Context: an optimization exercise on an open-source flow, tuned for small area and a short achievable clock period. The choices shown serve that exercise and are no tape-out recipe.
At most, simulation tests tie the RTL to the original design; equivalence was not proved.
Power figures rest on the tool's default switching activity, not on a simulated workload.

## pipelined_div
module pipelined_div #(
   parameter int unsigned N = 16,
   parameter int unsigned D = 16
) (
   input  logic         clk,
   input  logic         rst,
   input  logic         ce,
   input  logic         in_valid,
   input  logic [N-1:0] dividend,
   input  logic [D-1:0] divisor,
   output logic         out_valid,
   output logic [N-1:0] quotient,
   output logic [D-1:0] remainder
);
Size in the first run: ~2500 cells after synthesis, roughly 680 flip-flops, about 69 I/O pins.
clock: 4.0 ns
lec_check: 0
abc_area: 1
cap_margin: 20
core_margin: 2
core_utilization: 40
setup_slack_margin: 2.2
slew_margin: 20
run.sh (not shown) runs the stock make flow with config.mk's settings and CLKGATE_MAP_FILE= SYNTH_SCRIPT=/design/flow/synth_recipe.tcl, a recipe that flattens the netlist after the stock synthesis.
The first run went through all stages and came out clean.
Then changed:
- ABC_AREA: 1 -> unset
=> Cell count shrinks by about a fifth. Count of clock-buffer cells in the layout went up by 12. Worst hold slack hardly moves.
No run of this note included a check of the RTL's function; only the layout flow was run.

Another version of the RTL of pipelined_div (not shown whole).
For scale: about 2500 cells after synthesis, about 680 flip-flops, about 28000 µm² of cells after synthesis.
export LEC_CHECK = 0
export ABC_AREA = 1
export CAP_MARGIN = 20
export CORE_MARGIN = 2
export CORE_UTILIZATION = 40
export CTS_BUF_LIST = sky130_fd_sc_hd__clkbuf_16
export CTS_CLUSTER_DIAMETER = 100
export CTS_CLUSTER_SIZE = 25
export SETUP_SLACK_MARGIN = 1.8
export SLEW_MARGIN = 20
create_clock -name core_clock -period 4.0 [get_ports {clk}]
Edit:
==> flow/flow/run.sh (new file) <==
#!/bin/bash
# The standard layout, with plain buffers (not delay cells) on the ports.
set -euo pipefail
export BUFFER_PORTS_ARGS="-buffer_cell sky130_fd_sc_hd__buf_2"
bash standard.sh > standard.log 2>&1
==> flow/standard.sh (new file) <==
#!/bin/bash
# synth_recipe.tcl (not shown) runs the flow's synth.tcl, then flattens the netlist and writes it again
# the make line also repeats each setting of config.mk as NAME=value (left out here)
make -C /OpenROAD-flow-scripts/flow DESIGN_CONFIG=/design/flow/config.mk WORK_HOME=/design/flow/orfs CLKGATE_MAP_FILE= SYNTH_SCRIPT=/design/flow/synth_recipe.tcl "${@:-finish}"
CORE_UTILIZATION = 55   (was 40)
PLACE_DENSITY = 0.7   (was not set)
SETUP_SLACK_MARGIN = 1.6   (was 1.8)
removed: flow/run.sh
=>
- The changed run finished clean
- core utilization is higher by 14 points
- critical path depth fell by 3
- total power is lower by 4.6%
- global-route usage climbs by 4.6 points
- first-iteration DRC count drops by 0.91%

== v34 ==
Starting RTL as in the previous note.
Settings: LEC_CHECK=0, ABC_AREA=1, CAP_MARGIN=20, CORE_MARGIN=2, CORE_UTILIZATION=55, CTS_BUF_LIST=sky130_fd_sc_hd__clkbuf_16, CTS_CLUSTER_DIAMETER=100, CTS_CLUSTER_SIZE=25, PLACE_DENSITY=0.7, SETUP_SLACK_MARGIN=1.9, SLEW_MARGIN=20; clock period 4.0 ns.
standard.sh (not shown) runs the stock make flow with config.mk's settings and CLKGATE_MAP_FILE= SYNTH_SCRIPT=/design/flow/synth_recipe.tcl, a recipe that flattens the netlist after the stock synthesis.
==> flow/flow/run.sh <==
#!/bin/bash
# The standard layout, with plain buffers (not delay cells) on the ports.
set -euo pipefail
export BUFFER_PORTS_ARGS="-buffer_cell sky130_fd_sc_hd__buf_2"
bash standard.sh > standard.log 2>&1
For v35, these inputs were changed with respect to v34:
- removing PLACE_DENSITY (formerly 0.7)
- changing SETUP_SLACK_MARGIN from 1.9 to 1.8
- changing CORE_UTILIZATION from 55 to 40
Notes after the runs:
- In v35, the share of total power in the clock network came out 2.8 points above the value in v34.
- Total power after layout grows by a few percent when moving from v34 to v35.
- Compared with v34, v35 shows a lower static power due to leakage.
- Relative to v34, the layout buffer count excluding clock buffers measured on v35 has decreased by a few percent.
- Looking at v35 and v34, the global routing met3 resource utilization is a wash.
- v35 vs. v34: cell-internal power increased 2.7%; time the final worst path needs with I/O delays and setup increased 0.021 ns.
- Sequential power: v34 vs v35 — no meaningful difference
- Looking only at achievable clock frequency, and setting everything else aside, the higher value of v35 and v34 goes to v34.
- Routed wire length deteriorates in v35 relative to v34.
- Sort v35 and v34 by relative contribution of combinational cells to total power, ascending, and v35 comes first.
Input changes introduced in v20 (baseline for comparison: v35):
- an added PLACE_DENSITY of 0.7
- a change of CORE_UTILIZATION from 40 to 55
==> flow/flow/run.sh <==
#!/bin/bash
# The standard layout, with plain buffers (not delay cells) on the ports and no dummy clock loads.
set -euo pipefail
export BUFFER_PORTS_ARGS="-buffer_cell sky130_fd_sc_hd__buf_2"
export CTS_ARGS="-sink_clustering_enable -repair_clock_nets -sink_clustering_size 25 -sink_clustering_max_diameter 100 -buf_list sky130_fd_sc_hd__clkbuf_16 -dont_use_dummy_load"
bash standard.sh > standard.log 2>&1
==> summary.txt <==
v20 did not stop at any stage, and its layout met the timing, DRC and antenna checks.
v20 vs. v35: number of global-route vias before repair has decreased, layout buffering overhead excluding clock cells down 0.80 points, global placer's final weighted congestion +about 3.6%.
--- input diff v20..v7 ---
- PLACE_DENSITY: 0.7 -> 0.75
- CORE_UTILIZATION: 55 -> 60
- SETUP_SLACK_MARGIN: 1.8 -> 1.9
==> flow/flow/run.sh <==
#!/bin/bash
# The standard layout, with plain buffers (not delay cells) on the ports.
set -euo pipefail
export BUFFER_PORTS_ARGS="-buffer_cell sky130_fd_sc_hd__buf_2"
bash standard.sh > standard.log 2>&1
[summary]
The higher final period utilization of v7 and v20 is in v20.
Changes observed in v7 relative to v20: global-route wire length before repair up 2.8%, final cell count flat.

## what the ideal ports hide
The results above use ideal ports. As a check the final layouts listed here were re-extracted and re-timed, cells and wires unchanged. Step 1 assumes that a clkbuf_16 drives the clock port and a buf_2 every other input. Step 2 adds t to the input delays and takes it off the output delays; t is the mean of the earliest and latest rising clock arrival at the registers after step 1. Input paths then give back, and output paths get back, about the clock's delay inside the block. Three values: ideal ports, drivers, drivers and shift; two values: the first two.
run	t (ns)	setup WS [ns]	slew at the worst register clock pin (ns)
the first run of note 1	0.673	1.789 / 1.789 / 1.642	0.07 / 0.07
the second run of note 1	0.669	1.329 / 1.329 / 1.329	0.06 / 0.06
the first run of note 2	0.624	1.917 / 1.909 / 1.466	0.10 / 0.10
the second run of note 2	0.673	1.787 / 1.787 / 1.570	0.10 / 0.10
v34	0.671	1.927 / 1.927 / 1.566	0.10 / 0.10
v35	0.634	1.906 / 1.906 / 1.524	0.10 / 0.10
v20	0.665	1.918 / 1.918 / 1.542	0.11 / 0.11
v7	0.663	1.937 / 1.937 / 1.575	0.11 / 0.11
After both steps setup and hold are still met in every run listed. For the first run of note 2, which loses most, drivers alone change the setup slack by -0.008 ns; drivers and shift together by -0.451 ns.
